This design comes from an exercise in tuning for small area on the open sky130 flow, not from production work.
Only simulation tests tie the RTL to the original design; equivalence was not proved.
The clock input has no modelled driver; a real chip could not lean on it and would need a root buffer or a full tree.

==> v3 <==
Design motor_drive_level_regulator, start of the top module:
module motor_drive_level_regulator #(
  parameter int PWM_MID = 0,
  parameter int PWM_MAX = 1000
) (
  input  logic        clk,
  input  logic        rst_n,
  input  logic        in_tvalid,
  output logic        in_tready,
  input  logic [63:0] in_tdata,
  output logic        out_tvalid,
  input  logic        out_tready,
  output logic [23:0] out_tdata,
  input  logic        cfg_valid,
  output logic        cfg_ready,
  input  logic [2:0]  cfg_index,
  input  logic [13:0] cfg_data
);
Settings: LEC_CHECK=0, ABC_AREA=1, CAP_MARGIN=20, CORE_MARGIN=2, CORE_UTILIZATION=65, SLEW_MARGIN=20; clock period 12.0 ns.
standard.sh (not shown) runs the stock make flow with config.mk's settings and CLKGATE_MAP_FILE= SYNTH_SCRIPT=/design/flow/synth_recipe.tcl, a recipe that flattens the netlist after the stock synthesis.
==> flow/flow/run.sh <==
#!/bin/bash
# Own layout flow: the standard synthesis, then the combinational logic re-mapped with
# stronger ABC area scripts (registers kept as they are; four seeds of ABC's &deepsyn, the
# smallest result proven equal to the standard netlist is kept), then the standard layout
# with the smallest buffer on the ports, one tie cell for the constant outputs and a
# hand-built clock tree. Each tool's output goes to a log file of its own here.
set -euo pipefail
W=$PWD
R=$W/orfs/results/$FLOW_PLATFORM/motor_drive_level_regulator/base
YOSYS=$FLOW_HOME/../tools/install/yosys/bin/yosys
LIB=$FLOW_HOME/platforms/$FLOW_PLATFORM/lib/sky130_fd_sc_hd__tt_025C_1v80.lib

bash standard.sh synth > $W/flow_synth.log 2>&1
cp $R/1_2_yosys.v $W/std_netlist.v

remap() {
  local s=$1
  sed -e "s#@SEED@#$s#g" $W/flow/area.abc > $W/area_s$s.abc
  sed -e "s#@LIB@#$LIB#g" -e "s#@IN@#$W/std_netlist.v#g" -e "s#@OUT@#$W/reabc_s$s.v#g" \
      -e "s#@ABC@#$W/area_s$s.abc#g" -e "s#@STAT@#$W/reabc_stat_s$s.txt#g" \
      $W/flow/reabc.ys > $W/reabc_run_s$s.ys
  $YOSYS -s $W/reabc_run_s$s.ys > $W/flow_reabc_s$s.log 2>&1 || true
}
for s in 0 1 2 3; do remap $s & done
wait

# candidates, smallest first; keep the first one proven equal to the standard netlist
best=""
for s in $(for s in 0 1 2 3; do
             a=$(awk '/Chip area/ {print $NF}' $W/reabc_stat_s$s.txt 2>/dev/null || true)
             [[ -n "$a" ]] && echo "$a $s"
           done | sort -g | awk '{print $2}'); do
  sed -e "s#@LIB@#$LIB#g" -e "s#@STD@#$W/std_netlist.v#g" -e "s#@NEW@#$W/reabc_s$s.v#g" \
      $W/flow/equiv.ys > $W/equiv_run_s$s.ys
  if $YOSYS -s $W/equiv_run_s$s.ys > $W/flow_equiv_s$s.log 2>&1; then
    best=$s
    break
  fi
done
if [[ -n "$best" ]]; then
  echo "using the re-mapped netlist of seed $best" > $W/flow_choice.log
  cp $W/reabc_s$best.v $R/1_2_yosys.v
else
  echo "no re-mapped netlist proven equal; keeping the standard one" > $W/flow_choice.log
fi
rm -f $R/1_synth.odb $R/1_synth.sdc
export BUFFER_PORTS_ARGS="-buffer_cell sky130_fd_sc_hd__buf_1"
# one tie cell for all the constant outputs
export SKIP_REPAIR_TIE_FANOUT=1
# hand-built clock tree, see flow/pre_cts.tcl
sed -e "s#@DIR@#$W/flow#g" $W/flow/pre_cts.tcl > $W/pre_cts_run.tcl
export PRE_CTS_TCL=$W/pre_cts_run.tcl
bash standard.sh > $W/flow_layout.log 2>&1
==> flow/flow/pre_cts.tcl <==
# Run before ORFS's CTS step: build the clock tree by hand (flow/mktree.tcl), a root buffer
# and three leaf buffers over k-means clusters of the flip-flops, in place of TritonCTS's
# nine-buffer H-tree, and make the step's clock_tree_synthesis call a no-op.
source @DIR@/mktree.tcl
mktree 3 sky130_fd_sc_hd__clkbuf_16 sky130_fd_sc_hd__clkbuf_4
proc clock_tree_synthesis { args } {
  puts "clock tree already built by mktree.tcl"
}
Other scripts of this flow, unchanged in this note and not shown: flow/flow/area.abc, flow/flow/equiv.ys, flow/flow/mktree.tcl, flow/flow/reabc.ys
==> inputs of v33, as changes to v3 <==
==> flow/flow/pre_cts.tcl (replaced) <==
# Run before ORFS's CTS step: build the clock tree by hand (flow/mktree.tcl), a root buffer
# and three leaf buffers over k-means clusters of the flip-flops, in place of TritonCTS's
# nine-buffer H-tree, and make the step's clock_tree_synthesis call a no-op.
source @DIR@/mktree.tcl
mktree 3 sky130_fd_sc_hd__clkbuf_16 sky130_fd_sc_hd__clkbuf_8
proc clock_tree_synthesis { args } {
  puts "clock tree already built by mktree.tcl"
}
--- a/flow/config.mk
+++ b/flow/config.mk
@@ -8,5 +8,5 @@
 export ABC_AREA = 1
 export CAP_MARGIN = 20
 export CORE_MARGIN = 2
-export CORE_UTILIZATION = 65
+export CORE_UTILIZATION = 80
 export SLEW_MARGIN = 20
==> inputs of v17, as changes to v3 <==
==> flow/flow/run.sh (replaced) <==
#!/bin/bash
# Own layout flow: the standard synthesis, then the combinational logic re-mapped with
# stronger ABC area scripts (registers kept as they are; eight tries of ABC's &deepsyn, the
# smallest result proven equal to the standard netlist is kept), then the standard layout
# with the smallest buffer on the ports, one tie cell for the constant outputs and a
# hand-built clock tree. Each tool's output goes to a log file of its own here.
set -euo pipefail
W=$PWD
R=$W/orfs/results/$FLOW_PLATFORM/motor_drive_level_regulator/base
YOSYS=$FLOW_HOME/../tools/install/yosys/bin/yosys
LIB=$FLOW_HOME/platforms/$FLOW_PLATFORM/lib/sky130_fd_sc_hd__tt_025C_1v80.lib

bash standard.sh synth > $W/flow_synth.log 2>&1
cp $R/1_2_yosys.v $W/std_netlist.v

remap() {
  local v=$1 s=$2 c=$1_s$2
  sed -e "s#@SEED@#$s#g" $W/flow/area.abc > $W/area_$c.abc
  sed -e "s#@LIB@#$LIB#g" -e "s#@IN@#$W/std_netlist.v#g" -e "s#@OUT@#$W/reabc_$c.v#g" \
      -e "s#@ABC@#$W/area_$c.abc#g" -e "s#@STAT@#$W/reabc_stat_$c.txt#g" \
      $W/flow/$v.ys > $W/reabc_run_$c.ys
  $YOSYS -s $W/reabc_run_$c.ys > $W/flow_reabc_$c.log 2>&1 || true
}
# two variants (full adders kept or flattened), four seeds each, four at a time
CANDS="reabc_s0 reabc_s1 reabc_s2 reabc_s3 reabc_flat_s0 reabc_flat_s1 reabc_flat_s2 reabc_flat_s3"
for s in 0 1 2 3; do remap reabc $s & done
wait
for s in 0 1 2 3; do remap reabc_flat $s & done
wait

# candidates, smallest first; keep the first one proven equal to the standard netlist
best=""
for c in $(for c in $CANDS; do
             a=$(awk '/Chip area/ {print $NF}' $W/reabc_stat_$c.txt 2>/dev/null || true)
             [[ -n "$a" ]] && echo "$a $c"
           done | sort -g | awk '{print $2}'); do
  sed -e "s#@LIB@#$LIB#g" -e "s#@STD@#$W/std_netlist.v#g" -e "s#@NEW@#$W/reabc_$c.v#g" \
      $W/flow/equiv.ys > $W/equiv_run_$c.ys
  if $YOSYS -s $W/equiv_run_$c.ys > $W/flow_equiv_$c.log 2>&1; then
    best=$c
    break
  fi
done
if [[ -n "$best" ]]; then
  echo "using the re-mapped netlist $best" > $W/flow_choice.log
  cp $W/reabc_$best.v $R/1_2_yosys.v
else
  echo "no re-mapped netlist proven equal; keeping the standard one" > $W/flow_choice.log
fi
rm -f $R/1_synth.odb $R/1_synth.sdc
export BUFFER_PORTS_ARGS="-buffer_cell sky130_fd_sc_hd__buf_1"
# one tie cell for all the constant outputs
export SKIP_REPAIR_TIE_FANOUT=1
# hand-built clock tree, see flow/pre_cts.tcl
sed -e "s#@DIR@#$W/flow#g" $W/flow/pre_cts.tcl > $W/pre_cts_run.tcl
export PRE_CTS_TCL=$W/pre_cts_run.tcl
bash standard.sh > $W/flow_layout.log 2>&1
==> flow/flow/reabc_flat.ys (new file) <==
# Re-map the combinational logic of the standard netlist (full adders flattened too); registers stay as they are.
read_liberty -ignore_miss_func -ignore_miss_dir @LIB@
blackbox sky130_fd_sc_hd__df* sky130_fd_sc_hd__edf* sky130_fd_sc_hd__sdf* sky130_fd_sc_hd__sedf* sky130_fd_sc_hd__dl* sky130_fd_sc_hd__conb_1
read_verilog @IN@
hierarchy -top motor_drive_level_regulator
flatten
opt -purge
abc -liberty @LIB@ -dont_use sky130_fd_sc_hd__lpflow_bleeder_1 -dont_use sky130_fd_sc_hd__lpflow_clkbufkapwr_1 -dont_use sky130_fd_sc_hd__lpflow_clkbufkapwr_16 -dont_use sky130_fd_sc_hd__lpflow_clkbufkapwr_2 -dont_use sky130_fd_sc_hd__lpflow_clkbufkapwr_4 -dont_use sky130_fd_sc_hd__lpflow_clkbufkapwr_8 -dont_use sky130_fd_sc_hd__lpflow_clkinvkapwr_1 -dont_use sky130_fd_sc_hd__lpflow_clkinvkapwr_16 -dont_use sky130_fd_sc_hd__lpflow_clkinvkapwr_2 -dont_use sky130_fd_sc_hd__lpflow_clkinvkapwr_4 -dont_use sky130_fd_sc_hd__lpflow_clkinvkapwr_8 -dont_use sky130_fd_sc_hd__lpflow_decapkapwr_12 -dont_use sky130_fd_sc_hd__lpflow_decapkapwr_3 -dont_use sky130_fd_sc_hd__lpflow_decapkapwr_4 -dont_use sky130_fd_sc_hd__lpflow_decapkapwr_6 -dont_use sky130_fd_sc_hd__lpflow_decapkapwr_8 -dont_use sky130_fd_sc_hd__lpflow_inputiso0n_1 -dont_use sky130_fd_sc_hd__lpflow_inputiso0p_1 -dont_use sky130_fd_sc_hd__lpflow_inputiso1n_1 -dont_use sky130_fd_sc_hd__lpflow_inputiso1p_1 -dont_use sky130_fd_sc_hd__lpflow_inputisolatch_1 -dont_use sky130_fd_sc_hd__lpflow_isobufsrc_1 -dont_use sky130_fd_sc_hd__lpflow_isobufsrc_16 -dont_use sky130_fd_sc_hd__lpflow_isobufsrc_2 -dont_use sky130_fd_sc_hd__lpflow_isobufsrc_4 -dont_use sky130_fd_sc_hd__lpflow_isobufsrc_8 -dont_use sky130_fd_sc_hd__lpflow_isobufsrckapwr_16 -dont_use sky130_fd_sc_hd__lpflow_lsbuf_lh_hl_isowell_tap_1 -dont_use sky130_fd_sc_hd__lpflow_lsbuf_lh_hl_isowell_tap_2 -dont_use sky130_fd_sc_hd__lpflow_lsbuf_lh_hl_isowell_tap_4 -dont_use sky130_fd_sc_hd__lpflow_lsbuf_lh_isowell_4 -dont_use sky130_fd_sc_hd__lpflow_lsbuf_lh_isowell_tap_1 -dont_use sky130_fd_sc_hd__lpflow_lsbuf_lh_isowell_tap_2 -dont_use sky130_fd_sc_hd__lpflow_lsbuf_lh_isowell_tap_4 -dont_use sky130_fd_sc_hd__probe_p_8 -dont_use sky130_fd_sc_hd__probec_p_8  -dont_use sky130_fd_sc_hd__fa_* -dont_use sky130_fd_sc_hd__ha_* -dont_use sky130_fd_sc_hd__fah* -script @ABC@
opt_clean -purge
hilomap -singleton -hicell sky130_fd_sc_hd__conb_1 HI -locell sky130_fd_sc_hd__conb_1 LO
splitnets
opt_clean -purge
tee -o @STAT@ stat -liberty @LIB@
write_verilog -noattr -nohex -nodec @OUT@
--- a/flow/config.mk
+++ b/flow/config.mk
@@ -6,7 +6,7 @@
 export NUM_CORES = 4
 export LEC_CHECK = 0
 export ABC_AREA = 1
-export CAP_MARGIN = 20
+export CAP_MARGIN = 0
 export CORE_MARGIN = 2
 export CORE_UTILIZATION = 65
-export SLEW_MARGIN = 20
+export SLEW_MARGIN = 0
==> notes <==
Fmax: v17 is smaller than v3 (1.7%). In v3 the area after synthesis is larger than in v17, by about 0.37%. Against v3, the final area of v17 is lower by about 0.3%. v3 went through all stages and came out clean. v33 did not get past global placement (3_3_place_gp) with GPL-0301. v17 finished clean. Against v3, the first-iteration DRC count of v17 is smaller by 23%.
In v3 and v17 the design's own scripts or RTL, not TritonCTS, make the clock network.

[what the ideal ports hide]
Ports are ideal in the flow. The routed layouts listed here were re-timed in OpenROAD.
Step 1 sets driving cells, clkbuf_16 on the clock port and buf_2 on the other inputs (assumed; they add their load-dependent delay and slew).
Step 2, shift: input delay + t, output delay - t, t = (earliest + latest rising clock arrival at the registers) / 2. This alone moves slack from input paths to output paths.
a / b / c = no drivers / after step 1 / after step 2; a / b = the first two.
run	t (ns)	setup slack, ns	worst setup path after step 2	clock arrival spread, ns
v3	0.427	5.163 / 5.163 / 4.836	input to register	0.024 / 0.024
v17	0.433	5.045 / 5.042 / 4.609	input to register	0.018 / 0.018
After both steps every run listed still meets setup and hold. For v17, which loses most, drivers alone change the setup slack by -0.003 ns; drivers and shift together by -0.436 ns.
